What follows belongs to an exercise in optimizing a design on an open flow for small area; a production flow would make more cautious choices. At most, simulation tests tie the RTL to the original design; equivalence was not proved. For run 5, only the layout was checked, not whether the RTL still works. In runs 2 to 6 the design's own scripts or RTL, not TritonCTS, make the clock network. The flow treats the clock pin as an ideal source. Dropping or thinning the clock tree relies on that and would not hold on a real chip. No activity file was given, so power comes from the tool's default toggle rates.

==> flow/run.sh <==
#!/bin/bash
# The standard layout (the standard.sh, standard synthesis unchanged), with the clock
# tree replaced after clock tree synthesis by a flat one (flow/cts_post.tcl): the clock port
# drives four clock buffers, each driving the flip-flops of one quarter of the placement.
set -euo pipefail
here=$(pwd)
export POST_CTS_TCL="$here/flow/cts_post.tcl"
export CTS_ARGS="-sink_clustering_enable -repair_clock_nets -dont_use_dummy_load -buf_list sky130_fd_sc_hd__clkbuf_8"
export BUFFER_PORTS_ARGS="-buffer_cell sky130_fd_sc_hd__buf_1"
bash standard.sh > standard.log 2>&1
==> constraint.sdc <==
create_clock -name core_clock -period 10.0 [get_ports {clk_100mhz}]
set_input_delay 2.0000 -clock core_clock [delete_from_list [all_inputs] [get_ports {clk_100mhz}]]
set_output_delay 2.0000 -clock core_clock [all_outputs]
set_load 0.01 [all_outputs]
==> design.v <==
`timescale 1ns/1ps
`default_nettype none
module sift_front_top (
    input  wire logic clk_100mhz,
    input  wire logic sys_rst,
    input  wire logic uart_rxd_i,
    input  wire logic send_req_i,
    output logic      uart_txd_o,
    output logic      frame_loaded_o,
    output logic      pyramid_done_o,
    output logic      busy_o
);
    function automatic logic [5:0] lfsr(input logic [5:0] v);
        lfsr = {v[4:0], ~(v[5] ^ v[4])};
    endfunction
    function automatic logic [1:0] jstep(input logic [1:0] v);
        jstep = {v[0], ~v[1]};
    endfunction
    logic       rxd_meta, rxd_sync;
    logic [4:0] rph;
    logic [5:0] rbaud;
    logic [7:0] rsh;
    logic       rx_wait, rx_stop, rx_data;
    logic       r9, r33, r0;
    logic       rstep, rkill;
    logic       rx_ok;       
    assign rx_wait = !rph[4] && !rph[0];
    assign rx_stop =  rph[4] && !rph[3];
    assign rx_data = !rx_wait && !rx_stop;
    assign r9      = (rbaud == 6'd9);      
    assign r33     = (rbaud == 6'd33);     
    assign r0      = (rbaud == 6'd0);
    assign rx_ok   = rx_stop && r9 && rxd_sync;
    assign rstep   = rx_wait ? (r33 && !rxd_sync) : r9;
    assign rkill   = sys_rst || (rx_wait ? (r33 || (r0 && rxd_sync)) : r9);
    always_ff @(posedge clk_100mhz) begin
        rxd_meta <= uart_rxd_i || sys_rst;
        rxd_sync <= rxd_meta || sys_rst;
        rbaud    <= rkill ? 6'd0 : lfsr(rbaud);
        if (sys_rst)    rph <= '0;
        else if (rstep) rph <= {rph[3:0], !rph[4]};
        if (rx_data && r9) rsh <= {rxd_sync, rsh[7:1]};
    end
    logic [7:0] ring [16];
    logic [3:0] ext;         
    logic       e2;          
    logic [3:0] ph;          
    logic [1:0] py, px;      
    logic       pdy, pdx;    
    logic       xl, yl;
    logic       hit;
    logic       pend;        
    logic       first;       
    logic       last;        
    logic       wr;
    logic [9:0] acc;
    logic [9:0] sum;
    logic [10:0] cy;
    logic [7:0] newv;
    assign hit   = (ph == {py, px});
    assign xl    = (px == 2'b10);
    assign yl    = (py == 2'b10);
    assign first = !pdy && !pdx;
    assign last  =  pdy &&  pdx;
    assign wr    = pend && hit && (!first || rx_data);
    assign acc   = first ? 10'd0 : {e2 && last, ext[0], ring[0]};
    always_comb begin
        cy[0] = 1'b0;
        for (int i = 0; i < 10; i++) begin
            sum[i]  = acc[i] ^ (i < 8 ? rsh[i] : 1'b0) ^ cy[i];
            cy[i+1] = (acc[i] & (i < 8 ? rsh[i] : 1'b0)) | (cy[i] & (acc[i] ^ (i < 8 ? rsh[i] : 1'b0)));
        end
    end
    assign newv = last ? sum[9:2] : sum[7:0];
    always_ff @(posedge clk_100mhz) begin
        for (int i = 0; i < 15; i++) ring[i] <= ring[i+1];
        ring[15] <= wr ? newv : ring[0];
        ext      <= {wr ? sum[8] : ext[0], ext[3:1]};
        if (wr) e2 <= sum[9];
    end
    localparam logic [3:0] Q_STOP = 4'd9, Q_LEAD = 4'd10, Q_WA = 4'd11, Q_WB = 4'd12, Q_IDLE = 4'd15;
    logic [3:0] seq;
    logic [5:0] tb;
    logic       nb;
    logic       lastc;
    logic       term;
    assign lastc = xl && yl;
    assign term  = (tb == 6'd9 && (seq <= 4'd8 || seq == Q_WA)) ||
                   (seq == Q_LEAD && tb == 6'd3) ||
                   (seq == Q_STOP && tb == (lastc ? 6'd19 : 6'd38)) ||
                   (seq == Q_WB && tb == 6'd58);
    assign busy_o         = (seq <= Q_LEAD);
    assign frame_loaded_o = (seq == Q_WA) && (tb == 6'd1);
    assign pyramid_done_o = (seq == Q_WB) && term;
    always_ff @(posedge clk_100mhz) begin
        tb <= (sys_rst || seq == Q_IDLE || term) ? 6'd0 : lfsr(tb);
        if (sys_rst) begin
            seq        <= Q_IDLE;
            uart_txd_o <= 1'b1;
            ph         <= '0;
            py         <= '0;
            px         <= '0;
            pdy        <= 1'b0;
            pdx        <= 1'b0;
            pend       <= 1'b0;
        end else begin
            ph[1:0] <= jstep(ph[1:0]);
            if (ph[1:0] == 2'b10) ph[3:2] <= jstep(ph[3:2]);
            if (rx_ok) pend <= 1'b1;
            else if (wr) begin
                pend <= 1'b0;
                pdx  <= !pdx;
                if (pdx) begin
                    px <= jstep(px);
                    if (xl) begin
                        pdy <= !pdy;
                        if (pdy) py <= jstep(py);
                    end
                end
            end
            case (seq)
                Q_IDLE: begin
                    if (send_req_i)                  seq <= Q_LEAD;
                    else if (rx_ok && last && lastc) seq <= Q_WA;
                end
                Q_WA: if (term) seq <= Q_WB;
                Q_WB: if (term) seq <= send_req_i ? Q_LEAD : Q_IDLE;
                Q_LEAD: if (term) begin
                    seq        <= 4'd0;
                    uart_txd_o <= 1'b0;
                end
                Q_STOP: if (term) begin
                    px         <= jstep(px);
                    if (xl) py <= jstep(py);
                    seq        <= lastc ? Q_IDLE : 4'd0;
                    uart_txd_o <= lastc;
                end
                4'd8: if (term) begin
                    seq        <= Q_STOP;
                    uart_txd_o <= 1'b1;
                end
                default: if (term) begin
                    seq        <= seq + 1'b1;
                    uart_txd_o <= nb;
                end
            endcase
        end
    end
    always_ff @(posedge clk_100mhz) begin
        if (hit) nb <= ring[0][seq[2:0]];
    end
endmodule
`default_nettype wire
==> standard.sh <==
#!/bin/bash
# synth_recipe.tcl (not shown) runs the flow's synth.tcl, then flattens the netlist and writes it again
# the make line also repeats each setting of config.mk as NAME=value (left out here)
make -C /OpenROAD-flow-scripts/flow DESIGN_CONFIG=/design/flow/config.mk WORK_HOME=/design/flow/orfs CLKGATE_MAP_FILE= SYNTH_SCRIPT=/design/flow/synth_recipe.tcl "${@:-finish}"
==> flow/cts_post.tcl <==
# Replace the clock tree that clock_tree_synthesis built with a flat one: the clock port
# drives NLEAF clock buffers, each driving the clock pins of one group of flip-flops,
# grouped by placement. Then legalize and repair hold as cts.tcl does.
set nleaf 4
set leaf_master_name sky130_fd_sc_hd__clkbuf_8
if { [info exists ::env(MANUAL_CTS_LEAVES)] } { set nleaf $::env(MANUAL_CTS_LEAVES) }
if { [info exists ::env(MANUAL_CTS_BUF)] } { set leaf_master_name $::env(MANUAL_CTS_BUF) }

set db [ord::get_db]
set block [ord::get_db_block]
set clk_net [$block findNet clk_100mhz]

# walk the tree: sinks are the clock pins of non-buffer cells
set sinks {}
set tree_insts {}
set tree_nets {}
proc walk { net } {
  global sinks tree_insts tree_nets
  foreach it [$net getITerms] {
    if { [$it isOutputSignal] } { continue }
    set inst [$it getInst]
    set m [[$inst getMaster] getName]
    if { [string match "sky130_fd_sc_hd__clkbuf_*" $m] || [string match "sky130_fd_sc_hd__clkinv*" $m] } {
      lappend tree_insts $inst
      foreach o [$inst getITerms] {
        if { [$o isOutputSignal] && [$o getNet] ne "NULL" } {
          lappend tree_nets [$o getNet]
          walk [$o getNet]
        }
      }
    } else {
      lappend sinks $it
    }
  }
}
walk $clk_net
puts "manual cts: [llength $sinks] sinks, removing [llength $tree_insts] tree cells"

foreach s $sinks { $s disconnect }
foreach inst $tree_insts { odb::dbInst_destroy $inst }
foreach n $tree_nets { odb::dbNet_destroy $n }

# group sinks by placement: split on x into columns, then each column on y
proc sink_xy { it } {
  set inst [$it getInst]
  set bb [$inst getBBox]
  return [list [expr {([$bb xMin] + [$bb xMax]) / 2}] [expr {([$bb yMin] + [$bb yMax]) / 2}]]
}
set pts {}
foreach s $sinks { lappend pts [concat [sink_xy $s] [list $s]] }
set ncol [expr {$nleaf >= 4 ? 2 : 1}]
set nrow [expr {$nleaf / $ncol}]
set pts [lsort -integer -index 0 $pts]
set groups {}
set n [llength $pts]
for {set c 0} {$c < $ncol} {incr c} {
  set col [lrange $pts [expr {$c * $n / $ncol}] [expr {($c + 1) * $n / $ncol - 1}]]
  set col [lsort -integer -index 1 $col]
  set m [llength $col]
  for {set r 0} {$r < $nrow} {incr r} {
    lappend groups [lrange $col [expr {$r * $m / $nrow}] [expr {($r + 1) * $m / $nrow - 1}]]
  }
}

set master [$db findMaster $leaf_master_name]
set k 0
foreach g $groups {
  set sx 0; set sy 0
  foreach p $g { incr sx [lindex $p 0]; incr sy [lindex $p 1] }
  set cx [expr {$sx / [llength $g]}]
  set cy [expr {$sy / [llength $g]}]
  set inst [odb::dbInst_create $block $master "clkleaf_$k"]
  $inst setLocation $cx $cy
  $inst setPlacementStatus PLACED
  set net [odb::dbNet_create $block "clknet_leaf_$k"]
  $net setSigType CLOCK
  [$inst findITerm A] connect $clk_net
  [$inst findITerm X] connect $net
  foreach p $g { [lindex $p 2] connect $net }
  puts "manual cts: leaf $k at ($cx, $cy) drives [llength $g] sinks"
  incr k
}

detailed_placement
estimate_parasitics -placement
repair_timing_helper -hold
detailed_placement
check_placement -verbose
estimate_parasitics -placement
report_clock_skew
report_check_types -max_slew -max_capacitance
==> config.mk <==
export PLATFORM = sky130hd
export DESIGN_NAME = sift_front_top
export DESIGN_NICKNAME = sift_front_top
export VERILOG_FILES = /design/flow/design.v
export SDC_FILE = /design/flow/constraint.sdc
export NUM_CORES = 4
export LEC_CHECK = 0
export CAP_MARGIN = 20
export CORE_MARGIN = 2
export CORE_UTILIZATION = 50
export CTS_BUF_LIST = sky130_fd_sc_hd__clkbuf_8
export CTS_CLUSTER_DIAMETER = 100
export CTS_CLUSTER_SIZE = 30
export SLEW_MARGIN = 20
==> results of run 1 <==
[cell usage after synthesis, drive strengths merged (2+ instances only)]
master  instances  share of area (%)
a211oi          3               0.43
a21oi          16                1.6
a31oi           4               0.76
and2            8               0.96
and3            2               0.24
and4            3               0.50
and4bb          3               0.72
buf             4               0.38
clkbuf          8               0.57
dfxtp         167                 64
edfxtp         10                5.7
fa              7                2.7
ha              9                2.1
inv            21                1.5
mux2            4               0.86
mux2i          12                2.3
mux4            2               0.86
nand2          25                1.8
nand2b          3               0.36
nand3           6               0.57
nand3b          3               0.43
nor2           39                2.8
nor2b          11                1.3
nor3            3               0.29
nor4            2               0.24
o21ai          14                1.3
or2             5               0.60
xnor2           2               0.33
xor2            5               0.84
[logic make-up after synthesis]
kind of cell | Yosys count | synth area share (%)
buffers and inverters | 33 | 2.46
DFF | 177 | 69.5
adders and majority gates | 16 | 4.82
muxes | 18 | 4.01
xor gates and xnor gates | 7 | 1.17
and+or+nand+nor | 118 | 11.6
AOI/OAI and AO/OA | 51 | 6.38
[per-stage QoR]
stage          cell area (sq um)  total power, mW  hold slack [ns]  utilization (%)  cells
2_1_floorplan               5240            0.862            0.310                -    420
3_3_place_gp                5390            0.889            0.310             52.7    552
3_5_place_dp                5390            0.889            0.312             52.7    552
[power by group through the flow]
| stage | registers (mW) | clock network [mW] | logic (mW) |
|---|---|---|---|
| global placement | 0.763 | 0 | 0.125 |
| floorplan | 0.749 | 0 | 0.113 |
| detailed placement | 0.763 | 0 | 0.125 |
[how the worst min path moves through the flow]
| stage | start | end | slack, ns | depth (start not counted) |
|---|---|---|---|---|
| floorplan | ext[1] | ext[0] | 0.31 | 0 |
| global placement | ring[11][4] | ring[10][4] | 0.31 | 0 |
| detailed placement | ring[5][7] | ring[4][7] | 0.31 | 0 |
==> results.txt, run 1 <==
After technology mapping, the gate count stands at 420. Detailed placement finished with a half-perimeter wire length of 4910 um. After synthesis, the mean cell area works out to 12.5 sq um. The initial standard-cell utilization of the core is 51.2%, and the count of input and output buffers is 7. After synthesis, the share of flip-flops with an asynchronous set or reset is 0%. The summed instance area of the synthesized netlist is 5240 sq um, and the synthesized netlist net count is 440.

The run ended at clock tree synthesis. Dominant register cell in the synthesized netlist: sky130_fd_sc_hd__dfxtp_1. Routability-driven placement finished with a final weighted congestion of 0.852. The first error in the log reads "Error: cts.tcl, 90 divide by zero". The flow did not finish. The die span in x works out to 106 um.

The sequential share of the synthesized area was 69.5%; the number of synthesized flops with an enable pin was 10. The number of placed I/O pins is 8, and the flip-flop and latch count after synthesis is 177. Measured along the y axis, the die boundary spans 106 um.

For the cell row count, the log shows 37. The clock drives 177 sinks. Synthesis instantiated 51 different standard cells from the library. The tools report the number of warning messages in the yosys log as 2. Worst setup slack after placement: 5.95 ns.
==> run 2: changes to the inputs <==
--- a/flow/run.sh
+++ b/flow/run.sh
@@ -3,3 +3,4 @@
 # tree replaced after clock tree synthesis by a flat one (flow/cts_post.tcl): the clock port
-# drives four clock buffers, each driving the flip-flops of one quarter of the placement.
+# drives a root clock inverter, which drives six leaf inverters, each driving the flip-flops
+# of one sixth of the placement.
 set -euo pipefail
--- a/flow/cts_post.tcl
+++ b/flow/cts_post.tcl
@@ -3,6 +3,8 @@
 # grouped by placement. Then legalize and repair hold as cts.tcl does.
-set nleaf 4
+# ncol x nrow leaves of leaf_master, fed by one root_master cell at their centre;
+# with inverters both levels invert, so the flip-flops see the clock's own polarity
+set ncol 3
+set nrow 3
 set leaf_master_name sky130_fd_sc_hd__clkbuf_8
-if { [info exists ::env(MANUAL_CTS_LEAVES)] } { set nleaf $::env(MANUAL_CTS_LEAVES) }
-if { [info exists ::env(MANUAL_CTS_BUF)] } { set leaf_master_name $::env(MANUAL_CTS_BUF) }
+set root_master_name sky130_fd_sc_hd__clkbuf_8
 
@@ -13,7 +15,7 @@
 # walk the tree: sinks are the clock pins of non-buffer cells
-set sinks {}
-set tree_insts {}
-set tree_nets {}
-proc walk { net } {
-  global sinks tree_insts tree_nets
+# this file is sourced from inside a proc, so the walk's lists live in ::
+set ::mcts_sinks {}
+set ::mcts_insts {}
+set ::mcts_nets {}
+proc mcts_walk { net } {
   foreach it [$net getITerms] {
@@ -23,7 +25,7 @@
     if { [string match "sky130_fd_sc_hd__clkbuf_*" $m] || [string match "sky130_fd_sc_hd__clkinv*" $m] } {
-      lappend tree_insts $inst
+      lappend ::mcts_insts $inst
       foreach o [$inst getITerms] {
         if { [$o isOutputSignal] && [$o getNet] ne "NULL" } {
-          lappend tree_nets [$o getNet]
-          walk [$o getNet]
+          lappend ::mcts_nets [$o getNet]
+          mcts_walk [$o getNet]
         }
@@ -31,3 +33,3 @@
     } else {
-      lappend sinks $it
+      lappend ::mcts_sinks $it
     }
@@ -35,3 +37,6 @@
 }
-walk $clk_net
+mcts_walk $clk_net
+set sinks $::mcts_sinks
+set tree_insts $::mcts_insts
+set tree_nets $::mcts_nets
 puts "manual cts: [llength $sinks] sinks, removing [llength $tree_insts] tree cells"
@@ -50,4 +55,2 @@
 foreach s $sinks { lappend pts [concat [sink_xy $s] [list $s]] }
-set ncol [expr {$nleaf >= 4 ? 2 : 1}]
-set nrow [expr {$nleaf / $ncol}]
 set pts [lsort -integer -index 0 $pts]
@@ -64,3 +67,20 @@
 
+proc mcts_pins { master } {
+  set in ""; set out ""
+  foreach mt [$master getMTerms] {
+    if { [$mt getSigType] ne "SIGNAL" } { continue }
+    if { [$mt getIoType] eq "OUTPUT" } { set out [$mt getName] } else { set in [$mt getName] }
+  }
+  return [list $in $out]
+}
 set master [$db findMaster $leaf_master_name]
+lassign [mcts_pins $master] leaf_in leaf_out
+set rmaster [$db findMaster $root_master_name]
+lassign [mcts_pins $rmaster] root_in root_out
+set root [odb::dbInst_create $block $rmaster "clkroot"]
+set root_net [odb::dbNet_create $block "clknet_root"]
+$root_net setSigType CLOCK
+[$root findITerm $root_in] connect $clk_net
+[$root findITerm $root_out] connect $root_net
+set rx 0; set ry 0
 set k 0
@@ -76,4 +96,5 @@
   $net setSigType CLOCK
-  [$inst findITerm A] connect $clk_net
-  [$inst findITerm X] connect $net
+  [$inst findITerm $leaf_in] connect $root_net
+  [$inst findITerm $leaf_out] connect $net
+  incr rx $cx; incr ry $cy
   foreach p $g { [lindex $p 2] connect $net }
@@ -82,2 +103,5 @@
 }
+
+$root setLocation [expr {$rx / $k}] [expr {$ry / $k}]
+$root setPlacementStatus PLACED
 
==> results.txt, run 2 <==
The run finished with no timing, DRC or antenna violations. For the routability-driven placement congestion ratio, the log shows 0.852 (unchanged). The largest single stage delay on the critical path is 0.41 ns. STA classifies the critical path endpoint as a flip-flop. Total power for the finished layout comes to 1.15 mW. The tools report the number of slew-limit violations in the final report as 0. Clock transition at the registers of the reported paths: 0.12 ns. The tools report the via count of the first global-routing pass as 2,584.

By startpoint and endpoint, the worst setup path is classified as reg -> reg. Layout overhead on the synthesized area: 5.56%. The endpoint required time on the critical path is 10.33 ns.

The largest individual stage delay along the critical path comes from the cell sky130_fd_sc_hd__dfxtp_1. The sink count of the clock tree is 177 (unchanged), and the number of warning messages in the yosys log is 2 (unchanged). The mean routed wirelength per cell came out at 13.0 um. Area contributors post-synth: sky130_fd_sc_hd__dfxtp_1 64%, sky130_fd_sc_hd__edfxtp_1 5.7%, sky130_fd_sc_hd__nor2_1 2.8%, sky130_fd_sc_hd__fa_1 2.7%, sky130_fd_sc_hd__mux2i_1 2.3% (unchanged).

The overflow left after global routing was 0; the number of cells after detailed placement was 552 (unchanged). The run gives 123 as the starting DRC count in detailed routing. The biggest area consumer among synthesized cells is sky130_fd_sc_hd__dfxtp_1 (unchanged). The number of antenna diodes in the final layout is 0.

Setup repair after global routing left no endpoint under its margin. Adding up every negative setup slack in the final design gives 0 ns. Based on the critical path, the design can be clocked at up to 244 MHz. Together, buffers and inverters on the worst path number 4.

For this run, design rule violations remaining after detail routing come to 0. The number of placed I/O pins is 8 (unchanged), and the number of cells in the finished layout apart from fillers is 562. Leading post-synthesis cells by instance count: 167 x sky130_fd_sc_hd__dfxtp_1, 39 x sky130_fd_sc_hd__nor2_1, 25 x sky130_fd_sc_hd__nand2_1 (unchanged). The logs give 69.5% (unchanged) for the sequential share of the synthesized area and 2,770 for the total vias in the final route. By instance count, the cell type seen most on the critical path is sky130_fd_sc_hd__fa_1. Remaining max-slew budget at the tightest pin: 58.5%.

The logs give 10,200 sq um for the area of the core region and 51 (unchanged) for the number of different library cells in the post-synthesis netlist. The first-pass GRT wire length came out at 12,400 um. The dominant register cell in the synthesized netlist is sky130_fd_sc_hd__dfxtp_1 (unchanged).

Using the TritonRoute via totals, the vias-per-cell ratio works out to 4.93. At the pin with the least slew margin, the transition time is 0.620 ns. Overall track demand over capacity in global routing: 13.4%. Traced cell by cell, the critical path runs through nor2_1 > nor2b_1 > ha_1 > inv_1 > fa_1 > fa_1 > inv_1 > fa_1 > fa_1 > inv_1 > fa_1 > inv_1 > fa_1 > fa_1 > ha_1 > xnor2_1 > mux2i_1 > mux2i_1. The tools report the worst hold margin as 0.326 ns.

Cell count after synthesis: 420 (unchanged). The first detailed-routing pass took 5 iterations. In the final layout, the share of cells above drive strength 1 is 6.57%. The flip-flop and latch count after synthesis was 177 (unchanged).

In the final layout, the registers with the most flip-flops are ring: 128 flops, rsh: 8 flops. The summed instance area of the synthesized netlist is 5240 sq um (unchanged). Grouping stages by cell kind, the critical path spends the most delay in adder cells. For the final database, setup skew stands at 0.0174 ns. The count of input and output buffers was 7 (unchanged).

Leaving out fill and tap cells, the most frequent cells in the layout are 167 x sky130_fd_sc_hd__dfxtp_1, 39 x sky130_fd_sc_hd__nor2_1, 25 x sky130_fd_sc_hd__nand2_1. The dominant cell by count in the synthesized netlist was sky130_fd_sc_hd__dfxtp_1 (unchanged). The final critical path takes up 41.0% of the cycle.

Final core utilization: 54.1%. The number of synthesized flops with an enable pin is 10 (unchanged), and the final wirelength is 7310 um. The share of the synthesized area in the top cell type came out at 63.8% (unchanged).

The clock period minus worst slack is 4.10 ns. The tools report the number of max-cap violations as 0. The synthesized netlist net count is 440 (unchanged), and the count of final hold-check violations is 0. The analysis attributes to cell leakage a power of 2.21 nW. The filler cells instantiated in the layout total 899. At the worst endpoint, the arrival time is 4.43 ns. The register with the most flip-flops is ring. Type of element launching the critical path: a flip-flop.

The initial antenna violation count was 0; the average cell area after synthesis was 12.5 sq um (unchanged). The number of nets still failing antenna checks after routing is 0. At the later pin of the worst-skew pair, clock insertion delay measures 0.41 ns. The half-perimeter wire length after detailed placement was 4910 um (unchanged); the worst-path maximum fanout was 9.

The die covers 11,300 sq um. The initial standard-cell utilization of the core was 51.2% (unchanged). The library cell used most frequently in the layout, excluding fill and tap cells, is sky130_fd_sc_hd__dfxtp_1.

The async set-reset flop share out of synthesis works out to 0% (unchanged). The die boundary height was 106 um (unchanged). The cell row count was 37 (unchanged); the die span in x was 106 um (unchanged).

Setup violations remaining at the end of the flow were counted as 0. The number of flip-flops in the largest register came out at 128. The ratio of total power to cell area came out at 208 nW/um^2.

In this run the register-to-register setup slack is 5.90 ns. Entering global routing, the biggest net connects 25 pins. The min-delay analysis places its worst path in the category reg -> reg. The number of nets at the end of the flow came out at 448. VDD sags by at most 0.000122 V.
==> run 2: cell counts after synthesis <==
No cell type changed its count.
==> run 2: cell type report <==
class	count	area, sq um	share of cell area [%]
Sequential cell	177	3640	65.9
Multi-Input combinational cell	210	1470	26.5
Tap cell	136	170	3.08
Buffer	10	138	2.49
Inverter	21	78.8	1.43
Timing Repair Buffer	8	33.8	0.611
==> run 2: stage by stage <==
step	worst slack (ns)	instance area (sq um)
3_5_place_dp	5.95	5390
2_1_floorplan	6.24	5240
5_1_grt	5.61	5530
6_report	5.90	5530
3_3_place_gp	6.19	5390
==> run 2: kinds of logic after synthesis <==
kind of cell / Yosys count / share of synthesized area [%]
XOR/XNOR: 7 / 1.17
multiplexers: 18 / 4.01
AND/OR/NAND/NOR: 118 / 11.6
buffers and inverters: 33 / 2.46
flip-flops: 177 / 69.5
AO/OA/AOI/OAI: 51 / 6.38
adder cells (fa/ha/maj): 16 / 4.82
==> run 2: worst register-to-register path: stages, from the launching register on <==
cell and delay, ns:
sky130_fd_sc_hd__dfxtp_1 0.41, sky130_fd_sc_hd__nor2_1 0.40, sky130_fd_sc_hd__nor2b_1 0.11, sky130_fd_sc_hd__ha_1 0.20, sky130_fd_sc_hd__inv_1 0.07, sky130_fd_sc_hd__fa_1 0.18, sky130_fd_sc_hd__fa_1 0.16, sky130_fd_sc_hd__inv_1 0.05
sky130_fd_sc_hd__fa_1 0.38, sky130_fd_sc_hd__fa_1 0.37, sky130_fd_sc_hd__inv_1 0.08, sky130_fd_sc_hd__fa_1 0.15, sky130_fd_sc_hd__inv_1 0.05, sky130_fd_sc_hd__fa_1 0.38, sky130_fd_sc_hd__fa_1 0.38, sky130_fd_sc_hd__ha_1 0.20
sky130_fd_sc_hd__xnor2_1 0.22, sky130_fd_sc_hd__mux2i_1 0.11, sky130_fd_sc_hd__mux2i_1 0.14
==> run 2: worst paths after layout <==
path,start,endpoint,cells past startpoint
hold / removal,ring[7][1],ring[6][1],0
setup / recovery,pdx,ring[15][7],18
setup reg to reg,pdx,ring[15][7],18
hold reg to reg,ring[7][1],ring[6][1],0
==> run 2: layer usage <==
| layer | global-route usage (%) | routed length [um] | vias up |
|---|---|---|---|
| li1 | - | - | 1400 |
| met1 | 19.5 | 3750 | 1311 |
| met2 | 20.7 | 3140 | 48 |
| met3 | 2.27 | 271 | 11 |
| met4 | 3.95 | 144 | 0 |
| met5 | 0 | 0 | - |
==> run 2: power breakdown <==
part | switching [mW] | internal [mW]
clock network | 0.184 | 0.0910
registers | 0.0217 | 0.725
logic | 0.0720 | 0.0548
==> run 3: changes to the inputs <==
--- a/flow/run.sh
+++ b/flow/run.sh
@@ -10,2 +10,3 @@
 export BUFFER_PORTS_ARGS="-buffer_cell sky130_fd_sc_hd__buf_1"
+export RECOVER_POWER=100
 bash standard.sh > standard.log 2>&1
--- a/flow/cts_post.tcl
+++ b/flow/cts_post.tcl
@@ -5,6 +5,6 @@
 # with inverters both levels invert, so the flip-flops see the clock's own polarity
-set ncol 3
+set ncol 2
 set nrow 3
-set leaf_master_name sky130_fd_sc_hd__clkbuf_8
-set root_master_name sky130_fd_sc_hd__clkbuf_8
+set leaf_master_name sky130_fd_sc_hd__clkinv_8
+set root_master_name sky130_fd_sc_hd__clkinv_8
 
==> results.txt, run 3 <==
The logs give 5240 sq um (unchanged) for the summed instance area of the synthesized netlist and 420 (unchanged) for the cell count after synthesis. Setup repair after global routing left no endpoint under its margin. The run gives 8 (unchanged) as the number of placed I/O pins. Cell type group with the largest total delay on the critical path: adder cells (unchanged). The switching power as a share of total power came out at 27.4% (was 24.2%).

The dominant register cell in the synthesized netlist is sky130_fd_sc_hd__dfxtp_1 (unchanged). The combined buffer and inverter count along the critical path was 4 (unchanged); the remaining max-slew budget at the tightest pin was 29.7% (was 58.5%). Switching power: 0.305 mW (was 0.277 mW).

The final design instance area without fill was 5500 sq um (was 5530 sq um). The most common library cell in the layout ignoring fill and taps was sky130_fd_sc_hd__dfxtp_1 (unchanged). The run gives 0 (unchanged) as the overflow left after global routing. The run gives 0.000105 V (was 0.000122 V) as the worst voltage drop across the vdd grid.

The logs give 13.2% (was 13.4%) for the overall track demand over capacity in global routing and 2,548 (was 2,584) for the via count of the first global-routing pass. Area contributors post-synth: sky130_fd_sc_hd__dfxtp_1 64%, sky130_fd_sc_hd__edfxtp_1 5.7%, sky130_fd_sc_hd__nor2_1 2.8%, sky130_fd_sc_hd__fa_1 2.7%, sky130_fd_sc_hd__mux2i_1 2.3% (unchanged). Register with the most flip-flops: ring (unchanged). The tools report the number of setup violations in the final report as 0 (unchanged). The tools report the cell row count as 37 (unchanged).

The first-pass GRT wire length came out at 12,300 um (was 12,400 um). The average cell area after synthesis was 12.5 sq um (unchanged). The logs give 10.20 ns (was 10.33 ns) for the endpoint required time on the critical path and 0 (unchanged) for the initial antenna violation count.

The run finished with no timing, DRC or antenna violations. The clock transition at the registers of the reported paths is 0.12 ns (about the same), and the number of slew-limit violations in the final report is 0 (unchanged). The run gives 5.95 ns (unchanged) as the worst setup slack after placement. The tools report the starting DRC count in detailed routing as 108 (was 123). Leading post-synthesis cells by instance count: 167 x sky130_fd_sc_hd__dfxtp_1, 39 x sky130_fd_sc_hd__nor2_1, 25 x sky130_fd_sc_hd__nand2_1 (unchanged). The tools report the worst hold margin as 0.325 ns (was 0.326 ns). Dominant cell by count in the synthesized netlist: sky130_fd_sc_hd__dfxtp_1 (unchanged).

The async set-reset flop share out of synthesis was 0% (unchanged); the number of max-cap violations was 0 (unchanged). For the total vias in the final route, the log shows 2,761 (was 2,770). Critical path start-end classification: reg -> reg (unchanged). The number of synthesized flops with an enable pin works out to 10 (unchanged). The number of warning messages in the yosys log came out at 2 (unchanged).

Worst path cell trace: nor2_1 > nor2b_1 > ha_1 > inv_1 > fa_1 > fa_1 > inv_1 > fa_1 > fa_1 > inv_1 > fa_1 > inv_1 > fa_1 > fa_1 > ha_1 > xnor2_1 > mux2i_1 > mux2i_1 (unchanged). The routability-driven placement congestion ratio came out at 0.852 (unchanged). The standard cell with the maximum stage delay on the critical path is sky130_fd_sc_hd__dfxtp_1 (unchanged). The setup TNS was 0 ns (unchanged); the final core utilization was 53.8% (was 54.1%).

The number of vias per cell after detailed routing is 4.94 (was 4.93), and the final period utilization is 40.9% (was 41.0%). The slew of the pin with the lowest slew margin was 1.05 ns (was 0.620 ns). The tools report the standard cell area after detailed placement as 5390 sq um (unchanged).

The biggest area consumer among synthesized cells was sky130_fd_sc_hd__dfxtp_1 (unchanged). Endpoint arrival time on the critical path: 4.29 ns (was 4.43 ns). Number of nets still failing antenna checks after routing: 0 (unchanged). The number of different library cells in the post-synthesis netlist is 51 (unchanged).

The cell-internal power is 0.809 mW (was 0.871 mW). Critical path endpoint category: a flip-flop (unchanged). The path category of the worst min-delay check was reg -> reg (unchanged). The number of flip-flops in the largest register was 128 (unchanged); the initial standard-cell utilization of the core was 51.2% (unchanged). The number of nets at the end of the flow was 445 (was 448); the remaining design rule violation count was 0 (unchanged). The number of cells in the finished layout apart from fillers is 559 (was 562). The final critical-path setup slack came out at 5.91 ns (was 5.90 ns). The synthesized netlist net count is 440 (unchanged). The mean routed wirelength per cell was 13.0 um (about the same). The type of element launching the critical path was a flip-flop (unchanged).

The number of iterations in the first detailed-routing pass is 4 (was 5), and the share of post-route cells with drive strength above 1 is 5.44% (was 6.57%). The number of cells after detailed placement was 552 (unchanged). Commonest non-fill, non-tap cells in the layout: 167 x sky130_fd_sc_hd__dfxtp_1, 39 x sky130_fd_sc_hd__nor2_1, 25 x sky130_fd_sc_hd__nand2_1 (unchanged). Sequential share of the synthesized area: 69.5% (unchanged).

The half-perimeter wire length after detailed placement is 4910 um (unchanged). The most used cell along the critical path is sky130_fd_sc_hd__fa_1 (unchanged). The worst-path maximum fanout is 9 (unchanged). The share of the synthesized area in the top cell type was 63.8% (unchanged). The fmax is 244 MHz (about the same). The area of the core region is 10,200 sq um (unchanged).

Count of final hold-check violations: 0 (unchanged). The area enclosed by the die boundary was 11,300 sq um (unchanged); the leakage dissipation was 2.18 nW (was 2.21 nW). The clock network power share is 21.6% (was 23.9%). The sequential cell fraction of total power was 67.1% (was 65.0%); the die boundary height was 106 um (unchanged). The layout overhead on the synthesized area came out at 5.04% (was 5.56%).

The clock period minus worst slack was 4.09 ns (was 4.10 ns). The sink count of the clock tree came out at 177 (unchanged). Worst-case clock skew: 0.0133 ns (was 0.0174 ns). The tools report the final wirelength as 7280 um (was 7310 um). The count of input and output buffers works out to 7 (unchanged). The part of the total power dissipated in combinational logic was 11.3% (was 11.0%). Registers with the most flip-flops: ring: 128 flops, rsh: 8 flops (unchanged). The delay of the slowest cell on the worst path came out at 0.41 ns (about the same). The largest net degree at the start of global routing is 31 (was 25), and the post-route total power is 1.11 mW (was 1.15 mW).

The antenna diode count was 0 (unchanged); the die span in x was 106 um (unchanged). Flip-flop and latch count after synthesis: 177 (unchanged). The ratio of total power to cell area works out to 202 nW/um^2 (was 208 nW/um^2). The clock insertion delay at the later pin of the skew report was 0.28 ns (was 0.41 ns).
[run 3: cell count changes in the layout (fill, tap and decap cells not counted)]
cell | before | now
sky130_fd_sc_hd__mux2_1 | 0 | 1
sky130_fd_sc_hd__mux2_2 | 4 | 3
sky130_fd_sc_hd__and2_0 | 0 | 5
sky130_fd_sc_hd__and2_1 | 8 | 3
sky130_fd_sc_hd__buf_4 | 1 | 0
sky130_fd_sc_hd__clkbuf_1 | 0 | 1
sky130_fd_sc_hd__clkinv_8 | 0 | 7
sky130_fd_sc_hd__clkbuf_8 | 10 | 0
[run 3: area by class of cell]
class | instances | area, sq um
fillers | 893 | 4730
inverters | 28 | 193
multi-input cells | 210 | 1470
flip-flops and latches | 177 | 3640
well taps | 136 | 170
repair buffers | 8 | 30.0
[run 3: power by group through the flow]
stage | logic [mW] | clock network, mW | registers, mW
after detailed placement | 0.125 | 0 | 0.763
after global routing | 0.141 | 0.274 | 0.751
after floorplan | 0.113 | 0 | 0.749
after global placement | 0.125 | 0 | 0.763
final | 0.126 | 0.240 | 0.747
[run 3: path summary, 6_finish.rpt]
check	startpoint	to	slack, ns	cells after the start
hold / removal	ring[7][1]	ring[6][1]	0.33	0
setup reg to reg	pdx	ring[15][7]	5.91	18
setup / recovery	pdx	ring[15][7]	5.91	18
hold reg to reg	ring[7][1]	ring[6][1]	0.33	0
[run 3: metal layers]
metal	vias to the layer above	share of wire [%]	global-route usage (%)	wire length, um
li1	1394	-	-	-
met1	1311	53	19.9	3890
met2	47	42	20.1	3030
met3	9	3.5	1.90	256
met4	0	1.5	3.38	108
met5	-	0	0	0
[run 3: logic make-up after synthesis]
kind of cell / share of synthesized area [%]
adders and majority gates: 4.82
DFF: 69.5
muxes: 4.01
xor gates and xnor gates: 1.17
AOI/OAI and AO/OA: 6.38
buffers and inverters: 2.46
and+or+nand+nor: 11.6
==> run 4: changes to the inputs <==
--- a/flow/run.sh
+++ b/flow/run.sh
@@ -10,3 +10,2 @@
 export BUFFER_PORTS_ARGS="-buffer_cell sky130_fd_sc_hd__buf_1"
-export RECOVER_POWER=100
 bash standard.sh > standard.log 2>&1
==> results.txt, run 4 <==
The final critical-path setup slack was 5.91 ns (about the same). Dominant cell by count in the synthesized netlist: sky130_fd_sc_hd__dfxtp_1 (unchanged). The leakage dissipation was 2.19 nW (was 2.18 nW). The cell count after synthesis was 420 (unchanged). Area contributors post-synth: sky130_fd_sc_hd__dfxtp_1 64%, sky130_fd_sc_hd__edfxtp_1 5.7%, sky130_fd_sc_hd__nor2_1 2.8%, sky130_fd_sc_hd__fa_1 2.7%, sky130_fd_sc_hd__mux2i_1 2.3% (unchanged). The die boundary height was 106 um (unchanged); the sequential share of the synthesized area was 69.5% (unchanged). The number of filler instances in the final layout is 893 (unchanged).

Final period utilization: 40.9% (about the same). Standard cell area after detailed placement: 5390 sq um (unchanged). The cell type group with the largest total delay on the critical path was adder cells (unchanged). Global routing's busiest layer: met2 (unchanged).

The setup TNS is 0 ns (unchanged), and the synthesized-area fraction occupied by ao, oa, aoi and oai cells is 6.38% (unchanged). Worst path cell trace: nor2_1 > nor2b_1 > ha_1 > inv_1 > fa_1 > fa_1 > inv_1 > fa_1 > fa_1 > inv_1 > fa_1 > inv_1 > fa_1 > fa_1 > ha_1 > xnor2_1 > mux2i_1 > mux2i_1 (unchanged). Adder-cell area share of the yosys netlist: 4.82% (unchanged). The ratio of total power to cell area was 202 nW/um^2 (about the same); the number of different library cells in the post-synthesis netlist was 51 (unchanged). The clock period minus worst slack was 4.09 ns (about the same).

The logs give 58.4% (was 29.7%) for the remaining max-slew budget at the tightest pin and 1470 sq um (unchanged) for the multi-input logic area. The worst-case clock skew was 0.0135 ns (was 0.0133 ns). The final core utilization was 53.8% (about the same); the initial standard-cell utilization of the core was 51.2% (unchanged).

The number of cells after detailed placement is 552 (unchanged), and the summed instance area of the synthesized netlist is 5240 sq um (unchanged). Number of slew-limit violations in the final report: 0 (unchanged). The routability-driven placement congestion ratio is 0.852 (unchanged).

The met3 track demand over resource is 1.90% (unchanged). The half-perimeter wire length after detailed placement was 4910 um (unchanged). The number of flip-flops in the largest register is 128 (unchanged). The tools report the type of element launching the critical path as a flip-flop (unchanged).

The endpoint arrival time on the critical path was 4.29 ns (about the same). The tools report the worst setup slack after placement as 5.95 ns (unchanged). The final design instance area without fill was 5510 sq um (was 5500 sq um); the sink count of the clock tree was 177 (unchanged). The fraction of synthesized area in multiplexers was 4.01% (unchanged). The number of nets at the end of the flow was 445 (unchanged). The number of iterations in the first detailed-routing pass was 4 (unchanged).

The area of the core region was 10,200 sq um (unchanged). Critical path start-end classification: reg -> reg (unchanged). The delay of the slowest cell on the worst path works out to 0.41 ns (about the same).

The flow ran to the end and the layout has no timing, DRC or antenna violations. The met1 demand-to-capacity share in global routing came out at 19.9% (unchanged). The dominant combinational cell family by area after synthesis is simple AND/OR/NAND/NOR gates (unchanged). The overall track demand over capacity in global routing was 13.2% (unchanged).

The average cell area after synthesis came out at 12.5 sq um (unchanged). The count of input and output buffers is 7 (unchanged), and the synthesized netlist net count is 440 (unchanged). The worst hold margin was 0.325 ns (about the same).

The final wirelength was 7290 um (was 7280 um); the layout overhead on the synthesized area was 5.11% (was 5.04%). The die span in x was 106 um (unchanged); the number of vias per cell after detailed routing was 4.94 (about the same). The share of the synthesized area in the top cell type was 63.8% (unchanged).

The combined buffer and inverter count along the critical path is 4 (unchanged). Clock insertion delay at the later pin of the skew report: 0.28 ns (about the same). The run gives 0 (unchanged) as the number of nets still failing antenna checks after routing. Path category of the worst min-delay check: reg -> reg (unchanged). Endpoint required time on the critical path: 10.20 ns (about the same). Most common library cell in the layout ignoring fill and taps: sky130_fd_sc_hd__dfxtp_1 (unchanged). The tools report the critical path endpoint category as a flip-flop (unchanged).

The met2 layer usage reported by global route was 20.1% (unchanged). Commonest non-fill, non-tap cells in the layout: 167 x sky130_fd_sc_hd__dfxtp_1, 39 x sky130_fd_sc_hd__nor2_1, 25 x sky130_fd_sc_hd__nand2_1 (unchanged). The tools report the count of final hold-check violations as 0 (unchanged). Leading post-synthesis cells by instance count: 167 x sky130_fd_sc_hd__dfxtp_1, 39 x sky130_fd_sc_hd__nor2_1, 25 x sky130_fd_sc_hd__nand2_1 (unchanged). The flip-flop and latch count after synthesis came out at 177 (unchanged).

The first-pass GRT wire length came out at 12,300 um (unchanged). The clock transition at the registers of the reported paths is 0.12 ns (about the same). The fmax was 244 MHz (about the same); the area share of xor/xnor cells in the synthesized design was 1.17% (unchanged). Via count of the first global-routing pass: 2,548 (unchanged). The starting DRC count in detailed routing was 111 (was 108); the post-route total power was 1.11 mW (about the same). The number of max-cap violations was 0 (unchanged); the worst-path maximum fanout was 9 (unchanged). The number of placed I/O pins is 8 (unchanged), and the cell row count is 37 (unchanged). The tools report the largest net degree at the start of global routing as 31 (unchanged). The total area of sequential cells was 3640 sq um (unchanged). Registers with the most flip-flops: ring: 128 flops, rsh: 8 flops (unchanged).

Worst voltage drop across the vdd grid: 0.000105 V (about the same). The tools report the area enclosed by the die boundary as 11,300 sq um (unchanged). Biggest area consumer among synthesized cells: sky130_fd_sc_hd__dfxtp_1 (unchanged).

For the overflow left after global routing, the log shows 0 (unchanged). The mean routed wirelength per cell was 13.0 um (about the same); the number of cells in the finished layout apart from fillers was 559 (unchanged). The number of warning messages in the yosys log was 2 (unchanged). The register with the most flip-flops is ring (unchanged). The initial antenna violation count came out at 0 (unchanged).

Most used cell along the critical path: sky130_fd_sc_hd__fa_1 (unchanged). The dominant register cell in the synthesized netlist was sky130_fd_sc_hd__dfxtp_1 (unchanged). The number of synthesized flops with an enable pin was 10 (unchanged).

Standard cell with the maximum stage delay on the critical path: sky130_fd_sc_hd__dfxtp_1 (unchanged). The slew of the pin with the lowest slew margin came out at 0.622 ns (was 1.05 ns). The share of post-route cells with drive strength above 1 came out at 5.91% (was 5.44%).

Setup repair after global routing left no endpoint under its margin. The total vias in the final route was 2,760 (was 2,761); the async set-reset flop share out of synthesis was 0% (unchanged). The remaining design rule violation count is 0 (unchanged), and the antenna diode count is 0 (unchanged).

The number of setup violations in the final report is 0 (unchanged), and the simple-gate portion of the synthesized area is 11.6% (unchanged).
run 4: where the power goes:
part           total, mW  switching, mW  internal [mW]
registers          0.748         0.0218          0.726
logic              0.127         0.0720         0.0548
clock network      0.240          0.212         0.0283
run 4: area by class of cell:
| type | instances | area share [%] |
|---|---|---|
| inverter | 28 | 3.50 |
| multi-input combinational | 210 | 26.6 |
| sequential | 177 | 66.2 |
| tap | 136 | 3.09 |
| timing repair buffer | 8 | 0.613 |
run 4: worst paths after layout:
kind                                    end  slack [ns]  cells after the start       start
worst min register to register   ring[6][1]        0.33                      0  ring[7][1]
worst min-delay path             ring[6][1]        0.33                      0  ring[7][1]
worst max register to register  ring[15][7]        5.91                     18         pdx
worst max-delay path            ring[15][7]        5.91                     18         pdx
run 4: kinds of logic (layout without fill, tap and decap cells):
group | after synthesis | after routing
simple gates | 118 | 118
compound gates | 51 | 51
buf+inv | 33 | 36
mux | 18 | 18
fa+ha+maj | 16 | 16
xor+xnor | 7 | 7
flops | 177 | 177
run 4: worst register-to-register path, cell delays in order (launching register included):
cell	delay (ns)
sky130_fd_sc_hd__dfxtp_1	0.41
sky130_fd_sc_hd__nor2_1	0.39
sky130_fd_sc_hd__nor2b_1	0.11
sky130_fd_sc_hd__ha_1	0.20
sky130_fd_sc_hd__inv_1	0.07
sky130_fd_sc_hd__fa_1	0.18
sky130_fd_sc_hd__fa_1	0.16
sky130_fd_sc_hd__inv_1	0.05
sky130_fd_sc_hd__fa_1	0.38
sky130_fd_sc_hd__fa_1	0.37
sky130_fd_sc_hd__inv_1	0.08
sky130_fd_sc_hd__fa_1	0.15
sky130_fd_sc_hd__inv_1	0.05
sky130_fd_sc_hd__fa_1	0.38
sky130_fd_sc_hd__fa_1	0.38
sky130_fd_sc_hd__ha_1	0.20
sky130_fd_sc_hd__xnor2_1	0.21
sky130_fd_sc_hd__mux2i_1	0.11
sky130_fd_sc_hd__mux2i_1	0.15
run 4: routing by layer:
metal	routed length [um]	part of all wire (%)
met1	3880	53
met2	3020	41
met3	265	3.6
met4	118	1.6
met5	0	0
==> run 5: changes to the inputs <==
--- a/design.v
+++ b/design.v
@@ -95,3 +95,3 @@
     always_ff @(posedge clk_100mhz) begin
-        tb <= (sys_rst || seq == Q_IDLE || term) ? 6'd0 : lfsr(tb);
+        tb <= (seq == Q_IDLE || term) ? 6'd0 : lfsr(tb);
         if (sys_rst) begin
--- a/flow/cts_post.tcl
+++ b/flow/cts_post.tcl
@@ -107,4 +107,26 @@
 
+# timing has several ns of slack everywhere: give every logic gate that synthesis
+# sized up the smallest drive of the same function, if that has less area
+set nswap 0
+foreach inst [$block getInsts] {
+  set m [$inst getMaster]
+  set mn [$m getName]
+  if { ![regexp {^(sky130_fd_sc_hd__[a-z0-9]+)_([0-9]+)$} $mn -> base drive] } { continue }
+  if { $drive <= 1 } { continue }
+  if { [regexp {__(df|edf|sdf|dl|clk|buf|inv|tap|fill|decap|conb|lpflow|probe)} $base] } { continue }
+  foreach d {1 0} {
+    set nm [$db findMaster ${base}_$d]
+    if { $nm eq "NULL" } { continue }
+    if { [$nm getWidth] < [$m getWidth] } {
+      $inst swapMaster $nm
+      incr nswap
+      break
+    }
+  }
+}
+puts "manual cts: $nswap gates sized down"
+
 detailed_placement
 estimate_parasitics -placement
+repair_design_helper
 repair_timing_helper -hold
==> results.txt, run 5 <==
The initial antenna violation count was 0 (unchanged); the clock transition at the registers of the reported paths was 0.12 ns (about the same). The leakage dissipation was 2.21 nW (was 2.19 nW). The simple-gate portion of the synthesized area is 12.3% (was 11.6%). The critical path start-end classification is reg -> reg (unchanged).

The final period utilization was 40.3% (was 40.9%). The number of setup violations in the final report came out at 0 (unchanged). The starting DRC count in detailed routing is 155 (was 111), and the first-pass GRT wire length is 12,900 um (was 12,300 um). Number of max-cap violations: 0 (unchanged). Path category of the worst min-delay check: reg -> reg (unchanged). The logs give 0.333 mW (was 0.306 mW) for the switching power and 947 (was 893) for the number of filler instances in the final layout. Number of nets at the end of the flow: 448 (was 445).

The dominant cell by count in the synthesized netlist was sky130_fd_sc_hd__dfxtp_1 (unchanged). The number of slew-limit violations in the final report was 0 (unchanged). The multi-input logic area is 1440 sq um (was 1470 sq um), and the flip-flop and latch count after synthesis is 177 (unchanged). The number of placed I/O pins came out at 8 (unchanged). Async set-reset flop share out of synthesis: 0% (unchanged). Share of post-route cells with drive strength above 1: 4.23% (was 5.91%). The logs give 0.28 ns (about the same) for the clock insertion delay at the later pin of the skew report and 555 (was 552) for the number of cells after detailed placement. The tools report the number of cells in the finished layout apart from fillers as 562 (was 559). The most common library cell in the layout ignoring fill and taps is sky130_fd_sc_hd__dfxtp_1 (unchanged).

The adder-cell area share of the yosys netlist is 4.80% (was 4.82%). Area contributors post-synth: sky130_fd_sc_hd__dfxtp_1 64%, sky130_fd_sc_hd__edfxtp_1 5.7%, sky130_fd_sc_hd__fa_1 2.7%, sky130_fd_sc_hd__nor2_1 2.6%, sky130_fd_sc_hd__mux2i_1 2.5% (was sky130_fd_sc_hd__dfxtp_1 64%, sky130_fd_sc_hd__edfxtp_1 5.7%, sky130_fd_sc_hd__nor2_1 2.8%, sky130_fd_sc_hd__fa_1 2.7%, sky130_fd_sc_hd__mux2i_1 2.3%). The area enclosed by the die boundary was 11,400 sq um (was 11,300 sq um); the worst reg-to-reg path cell count was 18 (unchanged). The area share of xor/xnor cells in the synthesized design works out to 1.17% (about the same).

The layout overhead on the synthesized area is 4.09% (was 5.11%). Number of nets still failing antenna checks after routing: 0 (unchanged). The final wirelength was 7330 um (was 7290 um); the setup TNS was 0 ns (unchanged). The cell count after synthesis is 424 (was 420), and the ratio of total power to cell area is 213 nW/um^2 (was 202 nW/um^2). The number of different library cells in the post-synthesis netlist is 51 (unchanged), and the worst-path maximum fanout is 10 (was 9). The reg-to-reg endpoint is ring[15][7] (unchanged). The run gives 37 (unchanged) as the cell row count.

The logs give 31 (unchanged) for the largest net degree at the start of global routing and 0.823 (was 0.852) for the routability-driven placement congestion ratio. The total vias in the final route came out at 2,692 (was 2,760). Startpoint of the worst register-to-register path: pdx (unchanged). The register with the most flip-flops is ring (unchanged). The switching power as a share of total power works out to 28.6% (was 27.4%).

The tools report the endpoint arrival time on the critical path as 4.21 ns (was 4.29 ns). The number of synthesized flops with an enable pin works out to 10 (unchanged). The remaining max-slew budget at the tightest pin was 52.7% (was 58.4%). The startpoint of the most critical setup path was pdx (unchanged). The summed instance area of the synthesized netlist is 5260 sq um (was 5240 sq um). The tools report the type of element launching the critical path as a flip-flop (unchanged).

The count of input and output buffers is 7 (unchanged). Setup repair after global routing left no endpoint under its margin. The register-to-register setup slack was 5.97 ns (was 5.91 ns); the mean routed wirelength per cell was 13.0 um (about the same). Biggest area consumer among synthesized cells: sky130_fd_sc_hd__dfxtp_1 (unchanged). The tools report the antenna diode count as 0 (unchanged).

The startpoint of the worst hold path was ring[12][1] (was ring[7][1]). The run gives 51.2% (about the same) as the initial standard-cell utilization of the core. The half-perimeter wire length after detailed placement is 4790 um (was 4910 um).

Registers with the most flip-flops: ring: 128 flops, rsh: 8 flops (unchanged). The part of the total power dissipated in combinational logic was 13.4% (was 11.4%). Worst-case clock skew: 0.0191 ns (was 0.0135 ns).

The dominant register cell in the synthesized netlist was sky130_fd_sc_hd__dfxtp_1 (unchanged). The tools report the worst min-delay path endpoint as ring[11][1] (was ring[6][1]). The run gives 65.7% (was 67.1%) as the sequential cell fraction of total power. The slew of the pin with the lowest slew margin is 0.707 ns (was 0.622 ns), and the synthesized netlist net count is 444 (was 440).

The share of the synthesized area in the top cell type is 63.6% (was 63.8%), and the total area of sequential cells is 3640 sq um (unchanged). Number of warning messages in the yosys log: 2 (unchanged). The logs give 4 (unchanged) for the number of iterations in the first detailed-routing pass and 0 (unchanged) for the overflow left after global routing.

Leading post-synthesis cells by instance count: 167 x sky130_fd_sc_hd__dfxtp_1, 36 x sky130_fd_sc_hd__nor2_1, 33 x sky130_fd_sc_hd__nand2_1 (was 167 x sky130_fd_sc_hd__dfxtp_1, 39 x sky130_fd_sc_hd__nor2_1, 25 x sky130_fd_sc_hd__nand2_1). The synthesized-area fraction occupied by ao, oa, aoi and oai cells came out at 6.30% (was 6.38%). The run gives 10.19 ns (was 10.20 ns) as the endpoint required time on the critical path. For the worst hold margin, the log shows 0.325 ns (about the same). The run finished with no timing, DRC or antenna violations. The cell-internal power is 0.831 mW (was 0.809 mW), and the hold path depth is 0 (unchanged). The area of the core region is 10,300 sq um (was 10,200 sq um), and the worst voltage drop across the vdd grid is 0.000114 V (was 0.000105 V).

The tools report the remaining design rule violation count as 0 (unchanged). Clock period minus worst slack: 4.03 ns (was 4.09 ns). Commonest non-fill, non-tap cells in the layout: 167 x sky130_fd_sc_hd__dfxtp_1, 37 x sky130_fd_sc_hd__nor2_1, 35 x sky130_fd_sc_hd__nand2_1 (was 167 x sky130_fd_sc_hd__dfxtp_1, 39 x sky130_fd_sc_hd__nor2_1, 25 x sky130_fd_sc_hd__nand2_1).

The count of final hold-check violations is 0 (unchanged), and the average cell area after synthesis is 12.4 sq um (was 12.5 sq um). The sequential share of the synthesized area came out at 69.3% (was 69.5%). The run gives 20.8% (was 21.5%) as the clock network power share. The dominant combinational cell family by area after synthesis is simple AND/OR/NAND/NOR gates (unchanged). The number of vias per cell after detailed routing came out at 4.79 (was 4.94). The die span in x was 107 um (was 106 um); the fmax was 248 MHz (was 244 MHz). The critical path endpoint category is a flip-flop (unchanged). The run gives 177 (unchanged) as the sink count of the clock tree. The die boundary height works out to 107 um (was 106 um). Via count of the first global-routing pass: 2,722 (was 2,548). The overall track demand over capacity in global routing is 14.0% (was 13.2%), and the number of flip-flops in the largest register is 128 (unchanged). The fraction of synthesized area in multiplexers works out to 3.76% (was 4.01%).
-- run 5: cell families (layout without fill, tap and decap cells) --
kind of cell | after synthesis | count (layout)
DFF | 177 | 177
and+or+nand+nor | 125 | 125
AOI/OAI and AO/OA | 50 | 50
buffers and inverters | 32 | 34
muxes | 17 | 17
adders and majority gates | 16 | 16
xor gates and xnor gates | 7 | 7
-- run 5: worst max-delay path by stage --
| stage | endpoint | slack (ns) | cells past startpoint |
|---|---|---|---|
| after floorplan | ring[15][7] | 6.22 | 19 |
| after global placement | ring[15][7] | 6.09 | 18 |
| after detailed placement | ring[15][7] | 5.99 | 18 |
| after global routing | ring[15][7] | 5.65 | 18 |
| final | ring[15][7] | 5.97 | 18 |
-- run 5: layer usage --
metal | wire [um] | global-route usage, %
met5 | 0 | 0
met4 | 184 | 4.64
met3 | 221 | 1.90
met2 | 3150 | 21.5
met1 | 3780 | 20.5
-- run 5: power groups by stage --
stage | clock (mW) | sequential (mW) | combinational, mW
2_1_floorplan | 0 | 0.759 | 0.153
3_3_place_gp | 0 | 0.782 | 0.163
3_5_place_dp | 0 | 0.781 | 0.164
5_1_grt | 0.281 | 0.771 | 0.175
6_report | 0.242 | 0.765 | 0.156
-- run 5: metrics by stage --
step	cell area, sq um	utilization [%]	worst slack [ns]	total power, mW
global route	5480	53.3	5.65	1.23
detailed placement	5410	52.6	5.99	0.945
finish	5480	53.3	5.97	1.16
global placement	5410	52.6	6.09	0.944
floorplan	5260	-	6.22	0.912
-- run 5: critical path: stages (launching register included) --
cell	delay, ns
sky130_fd_sc_hd__dfxtp_1	0.42
sky130_fd_sc_hd__nor2_1	0.37
sky130_fd_sc_hd__nor2b_1	0.09
sky130_fd_sc_hd__ha_1	0.19
sky130_fd_sc_hd__inv_1	0.06
sky130_fd_sc_hd__fa_1	0.17
sky130_fd_sc_hd__fa_1	0.16
sky130_fd_sc_hd__inv_1	0.05
sky130_fd_sc_hd__fa_1	0.37
sky130_fd_sc_hd__fa_1	0.36
sky130_fd_sc_hd__inv_1	0.07
sky130_fd_sc_hd__fa_1	0.15
sky130_fd_sc_hd__inv_1	0.05
sky130_fd_sc_hd__fa_1	0.37
sky130_fd_sc_hd__fa_1	0.38
sky130_fd_sc_hd__ha_1	0.20
sky130_fd_sc_hd__xnor2_1	0.19
sky130_fd_sc_hd__nor2_1	0.06
sky130_fd_sc_hd__o31ai_1	0.21
-- run 5: final cells by class --
cell class	instances	area share, %
repair buffers	8	0.617
inverters	26	3.38
multi-input cells	215	26.3
well taps	136	3.11
flip-flops and latches	177	66.5
==> run 6: changes to the inputs <==
--- a/design.v
+++ b/design.v
@@ -95,3 +95,3 @@
     always_ff @(posedge clk_100mhz) begin
-        tb <= (seq == Q_IDLE || term) ? 6'd0 : lfsr(tb);
+        tb <= (sys_rst || seq == Q_IDLE || term) ? 6'd0 : lfsr(tb);
         if (sys_rst) begin
==> results.txt, run 6 <==
The tools report the final core utilization as 53.6% (was 53.3%). The critical path start-end classification was reg -> reg (unchanged). The number of slew-limit violations in the final report is 0 (unchanged).

The type of element launching the critical path is a flip-flop (unchanged). Area contributors post-synth: sky130_fd_sc_hd__dfxtp_1 64%, sky130_fd_sc_hd__edfxtp_1 5.7%, sky130_fd_sc_hd__nor2_1 2.8%, sky130_fd_sc_hd__fa_1 2.7%, sky130_fd_sc_hd__mux2i_1 2.3% (was sky130_fd_sc_hd__dfxtp_1 64%, sky130_fd_sc_hd__edfxtp_1 5.7%, sky130_fd_sc_hd__fa_1 2.7%, sky130_fd_sc_hd__nor2_1 2.6%, sky130_fd_sc_hd__mux2i_1 2.5%). For the number of different library cells in the post-synthesis netlist, the log shows 51 (unchanged). The half-perimeter wire length after detailed placement came out at 4910 um (was 4790 um). The number of nets still failing antenna checks after routing was 0 (unchanged); the switching power as a share of total power was 27.3% (was 28.6%). The run gives 10.8% (was 13.4%) as the part of the total power dissipated in combinational logic. The mean routed wirelength per cell is 13.0 um (about the same).

The clock insertion delay at the later pin of the skew report was 0.28 ns (about the same); the antenna diode count was 0 (unchanged). The number of vias per cell after detailed routing is 4.91 (was 4.79), and the share of post-route cells with drive strength above 1 is 5.20% (was 4.23%). The initial standard-cell utilization of the core is 51.2% (about the same). The clock network power share is 21.7% (was 20.8%), and the worst-path maximum fanout is 9 (was 10). Worst path cell trace: nor2_1 > nor2b_1 > ha_1 > inv_1 > fa_1 > fa_1 > inv_1 > fa_1 > fa_1 > inv_1 > fa_1 > inv_1 > fa_1 > fa_1 > ha_1 > xnor2_1 > mux2i_1 > mux2i_1 (was nor2_1 > nor2b_1 > ha_1 > inv_1 > fa_1 > fa_1 > inv_1 > fa_1 > fa_1 > inv_1 > fa_1 > inv_1 > fa_1 > fa_1 > ha_1 > xnor2_1 > nor2_1 > o31ai_1). The slew of the pin with the lowest slew margin came out at 0.655 ns (was 0.707 ns).

The area of the core region came out at 10,200 sq um (was 10,300 sq um). Dominant cell by count in the synthesized netlist: sky130_fd_sc_hd__dfxtp_1 (unchanged). The endpoint arrival time on the critical path is 4.30 ns (was 4.21 ns).

The largest net degree at the start of global routing is 31 (unchanged). The share of the synthesized area in the top cell type is 63.8% (was 63.6%), and the number of iterations in the first detailed-routing pass is 4 (unchanged). The path category of the worst min-delay check was reg -> reg (unchanged). The logs give 0 (unchanged) for the number of setup violations in the final report and 56.1% (was 52.7%) for the remaining max-slew budget at the tightest pin. The ratio of total power to cell area works out to 202 nW/um^2 (was 213 nW/um^2).

The tools report the summed instance area of the synthesized netlist as 5240 sq um (was 5260 sq um). The synthesized netlist net count came out at 440 (was 444). The run gives 0 ns (unchanged) as the setup TNS. The flow ran to the end and the layout has no timing, DRC or antenna violations.

The run gives 13.2% (was 14.0%) as the overall track demand over capacity in global routing. The register with the most flip-flops is ring (unchanged). The number of synthesized flops with an enable pin was 10 (unchanged); the layout overhead on the synthesized area was 4.68% (was 4.09%).

The delay of the slowest cell on the worst path works out to 0.41 ns (was 0.42 ns). The leakage dissipation came out at 2.19 nW (was 2.21 nW). Dominant register cell in the synthesized netlist: sky130_fd_sc_hd__dfxtp_1 (unchanged). Die boundary height: 106 um (was 107 um). The number of filler instances in the final layout was 895 (was 947). The clock transition at the registers of the reported paths works out to 0.12 ns (about the same).

The total vias in the final route is 2,745 (was 2,692), and the clock period minus worst slack is 4.10 ns (was 4.03 ns). Critical path endpoint category: a flip-flop (unchanged). The logs give 7280 um (was 7330 um) for the final wirelength and 0.0133 ns (was 0.0191 ns) for the worst-case clock skew.

The tools report the routability-driven placement congestion ratio as 0.852 (was 0.823). The average cell area after synthesis is 12.5 sq um (was 12.4 sq um). The number of warning messages in the yosys log was 2 (unchanged); the fmax was 244 MHz (was 248 MHz). The async set-reset flop share out of synthesis works out to 0% (unchanged). The tools report the cell row count as 37 (unchanged). The run gives 0 (unchanged) as the count of final hold-check violations. The sequential share of the synthesized area came out at 69.5% (was 69.3%). The cell count after synthesis came out at 420 (was 424).

The initial antenna violation count came out at 0 (unchanged). The final period utilization works out to 41.0% (was 40.3%). The biggest area consumer among synthesized cells is sky130_fd_sc_hd__dfxtp_1 (unchanged). The count of input and output buffers was 7 (unchanged). The remaining design rule violation count is 0 (unchanged), and the die span in x is 106 um (was 107 um). The run gives 0.000105 V (was 0.000114 V) as the worst voltage drop across the vdd grid. The endpoint required time on the critical path is 10.20 ns (was 10.19 ns). The flip-flop and latch count after synthesis is 177 (unchanged). Registers with the most flip-flops: ring: 128 flops, rsh: 8 flops (unchanged). The most used cell along the critical path is sky130_fd_sc_hd__fa_1 (unchanged). Leading post-synthesis cells by instance count: 167 x sky130_fd_sc_hd__dfxtp_1, 39 x sky130_fd_sc_hd__nor2_1, 25 x sky130_fd_sc_hd__nand2_1 (was 167 x sky130_fd_sc_hd__dfxtp_1, 36 x sky130_fd_sc_hd__nor2_1, 33 x sky130_fd_sc_hd__nand2_1). The starting DRC count in detailed routing was 100 (was 155); the sink count of the clock tree was 177 (unchanged). Commonest non-fill, non-tap cells in the layout: 167 x sky130_fd_sc_hd__dfxtp_1, 39 x sky130_fd_sc_hd__nor2_1, 25 x sky130_fd_sc_hd__nand2_1 (was 167 x sky130_fd_sc_hd__dfxtp_1, 37 x sky130_fd_sc_hd__nor2_1, 35 x sky130_fd_sc_hd__nand2_1). Setup repair after global routing left no endpoint under its margin. The cell-internal power is 0.805 mW (was 0.831 mW), and the via count of the first global-routing pass is 2,552 (was 2,722).

The number of max-cap violations came out at 0 (unchanged). The number of nets at the end of the flow is 445 (was 448), and the overflow left after global routing is 0 (unchanged). The first-pass GRT wire length came out at 12,300 um (was 12,900 um).

For the area enclosed by the die boundary, the log shows 11,300 sq um (was 11,400 sq um). The number of flip-flops in the largest register was 128 (unchanged). The switching power came out at 0.302 mW (was 0.333 mW).

For the sequential cell fraction of total power, the log shows 67.5% (was 65.7%). For the number of placed I/O pins, the log shows 8 (unchanged). Most common library cell in the layout ignoring fill and taps: sky130_fd_sc_hd__dfxtp_1 (unchanged). The standard cell with the maximum stage delay on the critical path is sky130_fd_sc_hd__dfxtp_1 (unchanged).
==> run 6: cell types whose count changed in the layout (fill, tap and decap cells not counted), moves of 4 or more <==
cell	before	now
sky130_fd_sc_hd__nand2_1	35	25
sky130_fd_sc_hd__o21ai_0	20	12
sky130_fd_sc_hd__a21oi_1	12	16
sky130_fd_sc_hd__a31oi_1	0	4
==> run 6: stage by stage <==
stage / instances / area [sq um] / power, mW / setup WS, ns / hold WS, ns
floorplan: 420 / 5240 / 0.862 / 6.24 / 0.310
global placement: 552 / 5390 / 0.889 / 6.19 / 0.310
detailed placement: 552 / 5390 / 0.889 / 5.95 / 0.312
global route: 559 / 5490 / 1.16 / 5.62 / 0.338
finish: 559 / 5490 / 1.11 / 5.90 / 0.325
==> run 6: critical path, delay by kind of cell, from the launching register on <==
family,cells,cell delay (ns)
fa+ha+maj,9,2.40
buf+inv,4,0.25
mux,2,0.26
flops,1,0.41
simple gates,2,0.50
xor+xnor,1,0.21
==> run 6: path summary, 6_finish.rpt <==
| check | start | endpoint | slack [ns] | cells after the start |
|---|---|---|---|---|
| setup / recovery | pdx | ring[15][7] | 5.90 | 18 |
| hold / removal | ring[7][1] | ring[6][1] | 0.33 | 0 |
| setup reg to reg | pdx | ring[15][7] | 5.90 | 18 |
| hold reg to reg | ring[7][1] | ring[6][1] | 0.33 | 0 |
==> run 6: layout make-up <==
class	instances	area (sq um)	share of cell area, %
flip-flops and latches	177	3640	66.4
multi-input cells	210	1450	26.3
inverters	28	193	3.51
well taps	136	170	3.10
repair buffers	8	33.8	0.616
==> run 6: power by group through the flow <==
stage               combinational [mW]  clock [mW]  sequential [mW]
floorplan                        0.113           0            0.749
global route                     0.134       0.274            0.751
detailed placement               0.125           0            0.763
global placement                 0.125           0            0.763
finish                           0.119       0.240            0.747
==> run 6: logic make-up (layout without fill, tap and decap cells) <==
| group | after synthesis | count (layout) | share of synthesized area, % |
|---|---|---|---|
| AOI/OAI and AO/OA | 51 | 51 | 6.38 |
| xor gates and xnor gates | 7 | 7 | 1.17 |
| DFF | 177 | 177 | 69.5 |
| adders and majority gates | 16 | 16 | 4.82 |
| and+or+nand+nor | 118 | 118 | 11.6 |
| muxes | 18 | 18 | 4.01 |
| buffers and inverters | 33 | 36 | 2.46 |
==> run 6: routing by layer <==
layer	up-vias	routed length [um]	GRT usage, %
li1	1394	-	-
met1	1296	3840	19.9
met2	46	3040	20.1
met3	9	298	1.90
met4	0	108	3.38
met5	-	0	0

==> port drivers added, routing unchanged <==
The flow's constraints put no driver on any port. The routed layouts listed below were extracted and timed again, unchanged, in two steps.
Step 1: set_driving_cell puts a clkbuf_16 on clk_100mhz and a buf_2 on each other input, an assumption about the parent block.
Step 2 adds t to the input delays and takes it off the output delays; t is the mean of the earliest and latest rising clock arrival at the registers after step 1. Input paths then give back, and output paths get back, about the clock's delay inside the block.
a / b / c = ideal ports / drivers / drivers and shift; a / b = the first two.
| run | t (ns) | slack for setup (ns) | worst data-port slew with drivers (ns) |
|---|---|---|---|
| run 2 | 0.429 | 5.896 / 5.896 / 5.896 | 0.03 |
| run 3 | 0.322 | 5.907 / 5.907 / 5.907 | 0.03 |
| run 4 | 0.322 | 5.907 / 5.907 / 5.907 | 0.03 |
| run 5 | 0.327 | 5.973 / 5.973 / 5.973 | 0.03 |
| run 6 | 0.322 | 5.897 / 5.897 / 5.897 | 0.03 |
After both steps setup and hold are still met in every run listed.
